This is an optimization exercise on Yosys and OpenROAD, whose aim is small area, not a production implementation.
RTL that was checked went through simulation tests only; none was proved equivalent to the original.
Power is estimated from default activity; no workload was simulated.

nickel:
==> module npu_ctrl, before the edit <==
module npu_ctrl #(
    parameter int unsigned N     = 4,
    parameter int unsigned KTAPS = 3
) (
    input  logic        clk,
    input  logic        rst_n,
    input  logic        npu_start_matrix_mul,
    input  logic        npu_start_conv,
    output logic        npu_done,
    output logic        busy,
    input  logic [63:0] a_base,
    input  logic [63:0] b_base,
    input  logic [63:0] c_base,
    output logic        mem_req,
    output logic        mem_we,
    output logic [63:0] mem_addr,
    output logic [63:0] mem_wdata,
    input  logic        mem_ready,
    input  logic        mem_rvalid,
    input  logic [63:0] mem_rdata
);
    localparam logic [1:0] S_IDLE = 2'd0, S_RUN = 2'd1, S_WR = 2'd2, S_FIX = 2'd3;
    logic [1:0]  st_q;
    logic        conv_q;         
    logic [3:0]  e_q;            
    logic [5:0]  t_q;            
    logic [2:0]  p_q;            
    logic [2:0]  pi_q;           
    logic [1:0]  out_q;          
    logic        bit0_q, bit1_q;  
    logic [63:0] acc_q;
    logic        cy_q;           
    logic [63:0] ab_q, bb_q, cb_q;
    wire run  = (st_q == S_RUN);
    wire wr   = (st_q == S_WR);
    wire idle = (st_q == S_IDLE);
    wire       ty_r     = p_q[1];
    wire       p_last   = p_q[2] & p_q[1] & (p_q[0] | conv_q);
    wire [2:0] p_step   = (conv_q & p_q[2]) ? 3'd2 : 3'd1;
    wire       resp_end = p_last & (t_q == 6'd63);
    wire       o        = out_q[0];
    wire       ty_i     = pi_q[1];
    wire [1:0] k_i      = {pi_q[2], pi_q[0]};
    wire [2:0] pi_step  = (conv_q & pi_q[2]) ? 3'd2 : 3'd1;
    wire       rd_req   = run & ~out_q[1] & ~(o & resp_end);
    wire       rd_acc   = rd_req & mem_ready;
    wire [1:0] ei = e_q[3:2];
    wire [1:0] ej = e_q[1:0];
    logic [3:0] off;
    always_comb begin
        if (wr)        off = e_q;
        else if (ty_i) off = conv_q ? {2'b00, ej} + {2'b00, k_i} : {ei, k_i};
        else           off = conv_q ? {2'b00, k_i} : {k_i, ej};
    end
    wire sel_c = wr;
    wire sel_a = ~wr & ty_i;
    wire sel_b = ~wr & ~ty_i;
    logic [64:3] acy;
    assign acy[3] = 1'b0;
    for (genvar b = 0; b < 64; b++) begin : g_addr
        if (b < 3) begin : g_lo
            assign mem_addr[b] = (sel_a & ab_q[b]) | (sel_b & bb_q[b]) | (sel_c & cb_q[b]);
        end else if (b < 7) begin : g_off
            wire m = (sel_a & ab_q[b]) | (sel_b & bb_q[b]) | (sel_c & cb_q[b]);
            assign mem_addr[b] = m ^ off[b-3] ^ acy[b];
            assign acy[b+1]    = (m & off[b-3]) | (acy[b] & (m ^ off[b-3]));
        end else begin : g_inc
            npu_ctrl_abit u_abit (
                .a  (ab_q[b]), .b (bb_q[b]), .c (cb_q[b]),
                .sa (sel_a), .sb (sel_b), .sc (sel_c),
                .ci (acy[b]),
                .s  (mem_addr[b]),
                .co (acy[b+1])
            );
        end
    end
    assign mem_req   = rd_req | wr;
    assign mem_we    = wr;
    assign mem_wdata = acc_q;
    assign busy      = ~idle;
    wire e_last = (ej == 2'd3) & (conv_q | (ei == 2'd3));
    assign npu_done = wr & mem_ready & e_last;
    wire rsp = run & mem_rvalid;
    wire dbl = rsp & (p_q == 3'd1);
    wire add = rsp & ty_r & (p_q[0] ? bit1_q : bit0_q);
    wire [63:0] addend = ({64{dbl}} & acc_q) | ({64{add}} & mem_rdata);
    logic [64:0] cy;
    logic [63:0] sum;
    for (genvar b = 0; b < 64; b++) begin : g_fa
        npu_ctrl_fa u_fa (
            .a  (acc_q[b]),
            .b  (addend[b]),
            .ci ((b == 0) ? 1'b0 : (b == 32) ? cy_q : cy[b]),
            .s  (sum[b]),
            .co (cy[b+1])
        );
    end
    assign cy[0] = 1'b0;
    wire bsel = mem_rdata[6'd63 - t_q];
    always_ff @(posedge clk) begin
        acc_q <= sum;
        cy_q  <= cy[32];
        if (rsp & ~ty_r) begin
            if (p_q[0]) bit1_q <= bsel;
            else        bit0_q <= bsel;
        end
        if (idle) begin
            ab_q   <= a_base;
            bb_q   <= b_base;
            cb_q   <= c_base;
            conv_q <= ~npu_start_matrix_mul;
        end
    end
    always_ff @(posedge clk or negedge rst_n) begin
        if (!rst_n) begin
            st_q  <= S_IDLE;
            e_q   <= 4'd0;
            t_q   <= 6'd0;
            p_q   <= 3'd0;
            pi_q  <= 3'd0;
            out_q <= 2'd0;
        end else begin
            out_q <= out_q + {1'b0, rd_acc} - {1'b0, rsp};
            if (rd_acc) pi_q <= pi_q + pi_step;
            if (rsp) p_q <= p_q + p_step;
            t_q   <= t_q + {5'd0, rsp & p_last};
            e_q   <= idle ? 4'd0 : e_q + {3'd0, wr & mem_ready};
            unique case (st_q)
                S_IDLE: if (npu_start_matrix_mul || npu_start_conv) st_q <= S_RUN;
                S_RUN:  if (rsp && resp_end) st_q <= S_FIX;
                S_FIX:  st_q <= S_WR;
                S_WR: begin
                    if (mem_ready) st_q <= e_last ? S_IDLE : S_RUN;
                end
                default: st_q <= S_IDLE;
            endcase
        end
    end
endmodule
export LEC_CHECK = 0
export CAP_MARGIN = 20
export CORE_MARGIN = 2
export CORE_UTILIZATION = 40
export SLEW_MARGIN = 20
export SYNTH_HIERARCHICAL = 1
export SYNTH_MINIMUM_KEEP_SIZE = 0
create_clock -name core_clock -period 20.0 [get_ports {clk}]
standard.sh (not shown) runs the stock make flow with config.mk's settings and CLKGATE_MAP_FILE= SYNTH_SCRIPT=/design/flow/synth_recipe.tcl, a recipe that flattens the netlist after the stock synthesis.
==> flow/flow/run.sh <==
#!/bin/bash
set -euo pipefail
bash standard.sh \
  "BUFFER_PORTS_ARGS=-buffer_cell sky130_fd_sc_hd__buf_1" \
  "CTS_ARGS=-sink_clustering_enable -repair_clock_nets -dont_use_dummy_load -sink_clustering_size 28 -sink_clustering_max_diameter 120 -buf_list {sky130_fd_sc_hd__clkbuf_16}" \
  finish > standard_flow.log 2>&1
--- input diff nickel..willow ---
-- flow/design.v --
<<< nickel, line 26
    logic [5:0]  t_q;            
    logic [2:0]  p_q;            
    logic [2:0]  pi_q;           
    logic [1:0]  out_q;          
    logic        bit0_q, bit1_q;  
>>> willow, line 26
    logic [5:0]  t_q;            
    logic [2:0]  p_q;            
    logic [1:0]  out_q;          
    logic        bit0_q, bit1_q;  
<<< nickel, line 35
    wire wr   = (st_q == S_WR);
    wire idle = (st_q == S_IDLE);
    wire       ty_r     = p_q[1];
    wire       p_last   = p_q[2] & p_q[1] & (p_q[0] | conv_q);
    wire [2:0] p_step   = (conv_q & p_q[2]) ? 3'd2 : 3'd1;
    wire       resp_end = p_last & (t_q == 6'd63);
    wire       o        = out_q[0];
    wire       ty_i     = pi_q[1];
    wire [1:0] k_i      = {pi_q[2], pi_q[0]};
    wire [2:0] pi_step  = (conv_q & pi_q[2]) ? 3'd2 : 3'd1;
    wire       rd_req   = run & ~out_q[1] & ~(o & resp_end);
    wire       rd_acc   = rd_req & mem_ready;
    wire [1:0] ei = e_q[3:2];
    wire [1:0] ej = e_q[1:0];
>>> willow, line 34
    wire wr   = (st_q == S_WR);
    wire idle = (st_q == S_IDLE);
    wire       ty_r     = p_q[2] ? p_q[0] : p_q[1];
    wire       p_last   = conv_q ? (p_q == 3'd5) : (p_q == 3'd7);
    wire [2:0] p_next   = p_last ? 3'd0 : p_q + 3'd1;
    wire       resp_end = p_last & (t_q == 6'd63);
    wire       o        = out_q[0];
    wire [2:0] p_i      = o ? p_next : p_q;
    wire       ty_i     = p_i[2] ? p_i[0] : p_i[1];
    wire [1:0] k_i      = p_i[2] ? {1'b1, p_i[1]} : {1'b0, p_i[0]};
    wire       rd_req   = run & ~out_q[1] & ~(o & resp_end);
    wire [1:0] ei = e_q[3:2];
    wire [1:0] ej = e_q[1:0];
<<< nickel, line 83
    wire rsp = run & mem_rvalid;
    wire dbl = rsp & (p_q == 3'd1);
    wire add = rsp & ty_r & (p_q[0] ? bit1_q : bit0_q);
    wire [63:0] addend = ({64{dbl}} & acc_q) | ({64{add}} & mem_rdata);
    logic [64:0] cy;
>>> willow, line 81
    wire rsp = run & mem_rvalid;
    wire dbl = rsp & (p_q == 3'd1);
    wire add = rsp & ty_r & ((p_q == 3'd3) ? bit1_q : bit0_q);
    wire [63:0] addend = ({64{dbl}} & acc_q) | ({64{add}} & mem_rdata);
    logic [64:0] cy;
<<< nickel, line 102
        cy_q  <= cy[32];
        if (rsp & ~ty_r) begin
            if (p_q[0]) bit1_q <= bsel;
            else        bit0_q <= bsel;
        end
        if (idle) begin
>>> willow, line 100
        cy_q  <= cy[32];
        if (rsp & ~ty_r) begin
            if (p_q == 3'd1) bit1_q <= bsel;
            else             bit0_q <= bsel;
        end
        if (idle) begin
<<< nickel, line 118
            t_q   <= 6'd0;
            p_q   <= 3'd0;
            pi_q  <= 3'd0;
            out_q <= 2'd0;
        end else begin
            out_q <= out_q + {1'b0, rd_acc} - {1'b0, rsp};
            if (rd_acc) pi_q <= pi_q + pi_step;
            if (rsp) p_q <= p_q + p_step;
            t_q   <= t_q + {5'd0, rsp & p_last};
            e_q   <= idle ? 4'd0 : e_q + {3'd0, wr & mem_ready};
>>> willow, line 116
            t_q   <= 6'd0;
            p_q   <= 3'd0;
            out_q <= 2'd0;
        end else begin
            out_q <= out_q + {1'b0, rd_req & mem_ready} - {1'b0, rsp};
            p_q   <= (rsp & p_last) ? 3'd0 : p_q + {2'b00, rsp};
            t_q   <= t_q + {5'd0, rsp & p_last};
            e_q   <= idle ? 4'd0 : e_q + {3'd0, wr & mem_ready};
--- outcome ---
- willow ended up with combinational logic as its highest-power group; nickel ended up with sequential cells.
- Changes observed in willow relative to nickel: power consumption rose by 0.64 mW, number of antenna violations at the first check in global routing now smaller, sequential cell count lost 1.1%, global-route usage now sits higher.
- willow against nickel: number of nets produced by synthesis now sits higher, total via count after detailed routing rose by 293, count of filler cells inserted in the layout stayed essentially flat, largest fanout on the critical path lost 8.
Only the layout flow was run in willow; the RTL was not checked for function there.


npu_ctrl, a different RTL version from the one above (not shown whole).
For scale: about 1900 cells after synthesis, ~280 flip-flops, ~390 I/O pins, ~16000 sq um of cells after synthesis.
==> module npu_ctrl, before the edit <==
module npu_ctrl #(
    parameter int unsigned N     = 4,
    parameter int unsigned KTAPS = 3
) (
    input  logic        clk,
    input  logic        rst_n,
    input  logic        npu_start_matrix_mul,
    input  logic        npu_start_conv,
    output logic        npu_done,
    output logic        busy,
    input  logic [63:0] a_base,
    input  logic [63:0] b_base,
    input  logic [63:0] c_base,
    output logic        mem_req,
    output logic        mem_we,
    output logic [63:0] mem_addr,
    output logic [63:0] mem_wdata,
    input  logic        mem_ready,
    input  logic        mem_rvalid,
    input  logic [63:0] mem_rdata
);
    localparam logic [1:0] S_IDLE = 2'd0, S_RUN = 2'd1, S_WR = 2'd2;
    logic [1:0]  st_q;
    logic        conv_q;         
    logic [3:0]  e_q;            
    logic [5:0]  t_q;            
    logic [1:0]  k_q;            
    logic        ty_q;           
    logic [1:0]  out_q;          
    logic        bit_q;          
    logic [63:0] acc_q;
    logic [63:0] ab_q, bb_q, cb_q;
    wire run  = (st_q == S_RUN);
    wire wr   = (st_q == S_WR);
    wire idle = (st_q == S_IDLE);
    wire       k_last   = conv_q ? (k_q == 2'd2) : (k_q == 2'd3);
    wire [1:0] k_next   = k_last ? 2'd0 : k_q + 2'd1;
    wire       resp_end = ty_q & k_last & (t_q == 6'd63);
    wire       o        = out_q[0];
    wire       ty_i     = ty_q ^ o;
    wire [1:0] k_i      = (o & ty_q) ? k_next : k_q;
    wire       rd_req   = run & ~out_q[1] & ~(o & resp_end);
    wire [1:0] ei = e_q[3:2];
    wire [1:0] ej = e_q[1:0];
    logic [3:0]  off;
    logic [63:0] base;
    always_comb begin
        if (wr) begin
            base = cb_q;
            off  = conv_q ? {2'b00, ei} : e_q;
        end else if (ty_i) begin
            base = ab_q;
            off  = conv_q ? {2'b00, ei} + {2'b00, k_i} : {ei, k_i};
        end else begin
            base = bb_q;
            off  = conv_q ? {2'b00, k_i} : {k_i, ej};
        end
    end
    assign mem_req   = rd_req | wr;
    assign mem_we    = wr;
    assign mem_addr  = base + {56'd0, off, 3'b000};
    assign mem_wdata = acc_q;
    assign busy      = ~idle;
    wire e_last = (ei == 2'd3) & (conv_q | (ej == 2'd3));
    assign npu_done = wr & mem_ready & e_last;
    wire rsp = run & mem_rvalid;
    wire dbl = rsp & ~ty_q & (k_q == 2'd0);
    wire add = rsp & ty_q & bit_q;
    wire [63:0] addend = ({64{dbl}} & acc_q) | ({64{add}} & mem_rdata);
    logic [64:0] cy;
    logic [63:0] sum;
    assign cy[0] = 1'b0;
    for (genvar b = 0; b < 64; b++) begin : g_fa
        assign sum[b]  = acc_q[b] ^ addend[b] ^ cy[b];
        assign cy[b+1] = (acc_q[b] & addend[b]) | (cy[b] & (acc_q[b] ^ addend[b]));
    end
    always_ff @(posedge clk) begin
        acc_q <= sum;
        if (rsp & ~ty_q) bit_q <= mem_rdata[6'd63 - t_q];
        if (idle) begin
            ab_q   <= a_base;
            bb_q   <= b_base;
            cb_q   <= c_base;
            conv_q <= ~npu_start_matrix_mul;
        end
    end
    always_ff @(posedge clk or negedge rst_n) begin
        if (!rst_n) begin
            st_q  <= S_IDLE;
            e_q   <= 4'd0;
            t_q   <= 6'd0;
            k_q   <= 2'd0;
            ty_q  <= 1'b0;
            out_q <= 2'd0;
        end else begin
            out_q <= out_q + {1'b0, rd_req & mem_ready} - {1'b0, rsp};
            if (rsp) begin
                ty_q <= ~ty_q;
                if (ty_q) begin
                    k_q <= k_next;
                    if (k_last) t_q <= t_q + 6'd1;
                end
            end
            unique case (st_q)
                S_IDLE: if (npu_start_matrix_mul || npu_start_conv) st_q <= S_RUN;
                S_RUN:  if (rsp && resp_end) st_q <= S_WR;
                S_WR: begin
                    if (mem_ready) begin
                        e_q  <= e_q + (conv_q ? 4'd4 : 4'd1);
                        st_q <= e_last ? S_IDLE : S_RUN;
                    end
                end
                default: st_q <= S_IDLE;
            endcase
        end
    end
endmodule
Settings: LEC_CHECK=0, ABC_AREA=1, CAP_MARGIN=20, CORE_MARGIN=2, CORE_UTILIZATION=40, SLEW_MARGIN=20; clock period 20.0 ns.
==> flow/flow/run.sh <==
#!/bin/bash
set -euo pipefail
bash standard.sh \
  "BUFFER_PORTS_ARGS=-buffer_cell sky130_fd_sc_hd__buf_1" \
  "CTS_ARGS=-sink_clustering_enable -repair_clock_nets -dont_use_dummy_load -buf_list {sky130_fd_sc_hd__clkbuf_4 sky130_fd_sc_hd__clkbuf_8}" \
  finish > standard_flow.log 2>&1
The baseline finished but fails on negative setup slack.
==> next run, changes <==
--- a/flow/design.v
+++ b/flow/design.v
@@ -64,21 +64,14 @@
     wire e_last = (ei == 2'd3) & (conv_q | (ej == 2'd3));
     assign npu_done = wr & mem_ready & e_last;
     wire rsp = run & mem_rvalid;
     wire dbl = rsp & ~ty_q & (k_q == 2'd0);
     wire add = rsp & ty_q & bit_q;
     wire [63:0] addend = ({64{dbl}} & acc_q) | ({64{add}} & mem_rdata);
-    logic [64:0] cy;
-    logic [63:0] sum;
-    assign cy[0] = 1'b0;
-    for (genvar b = 0; b < 64; b++) begin : g_fa
-        assign sum[b]  = acc_q[b] ^ addend[b] ^ cy[b];
-        assign cy[b+1] = (acc_q[b] & addend[b]) | (cy[b] & (acc_q[b] ^ addend[b]));
-    end
     always_ff @(posedge clk) begin
-        acc_q <= sum;
+        acc_q <= acc_q + addend;
         if (rsp & ~ty_q) bit_q <= mem_rdata[6'd63 - t_q];
         if (idle) begin
             ab_q   <= a_base;
             bb_q   <= b_base;
             cb_q   <= c_base;
             conv_q <= ~npu_start_matrix_mul;
Outcome: Now the flow finished with timing, DRC and antenna clean. Global-route usage increases by 4.7 points. Wire length came out higher by 50%. Synthesized area is higher by 23%. Power is higher by 29%. Combinational power rose by 38%. Non-clock buffer count shrinks by 38. Final area went up by 18%. Cell count is higher by 35%. Sequential share of layout area fell by 6.0 points. Clock-buffer cell count goes up by 3. Clock skew came out higher by 0.0045 ns. Clock power grows by 6.8%. Setup slack gets better by 17 ns. Sequential cell count is unchanged.
No run of this note included a check of the RTL's function; only the layout flow was run.

-- static timing again, ports no longer ideal --
How much do the figures lean on ideal ports? The routed layouts below were timed once more, with nothing changed but the port constraints. Step 1 sets driving cells, clkbuf_16 on the clock port and buf_2 on the other inputs (assumed; they add their load-dependent delay and slew). Step 2 moves the port delays by t, midway between the first and last clock arrival at a register: inputs arrive t later, outputs are due t later. That takes back most of the time a late clock gives input paths. a / b / c = no drivers / after step 1 / after step 2; a / b = the first two.
run	t, ns	setup slack, ns	worst hold slack (ns)	pins driven straight from the clock port
nickel	0.534	1.139 / 1.088 / 1.622	0.512 / 0.512 / 0.512	1
willow	0.528	0.681 / 0.632 / 1.161	0.479 / 0.479 / 0.479	1
the first run of note 2	0.647	-6.249 / -6.249 / -6.895	0.523 / 0.523 / 0.523	1
the second run of note 2	0.665	10.807 / 10.749 / 11.333	0.518 / 0.518 / 0.518	1
The setup slack of the first run of note 2, which loses most, moves by 0.000 ns with the drivers and by -0.646 ns with both steps.
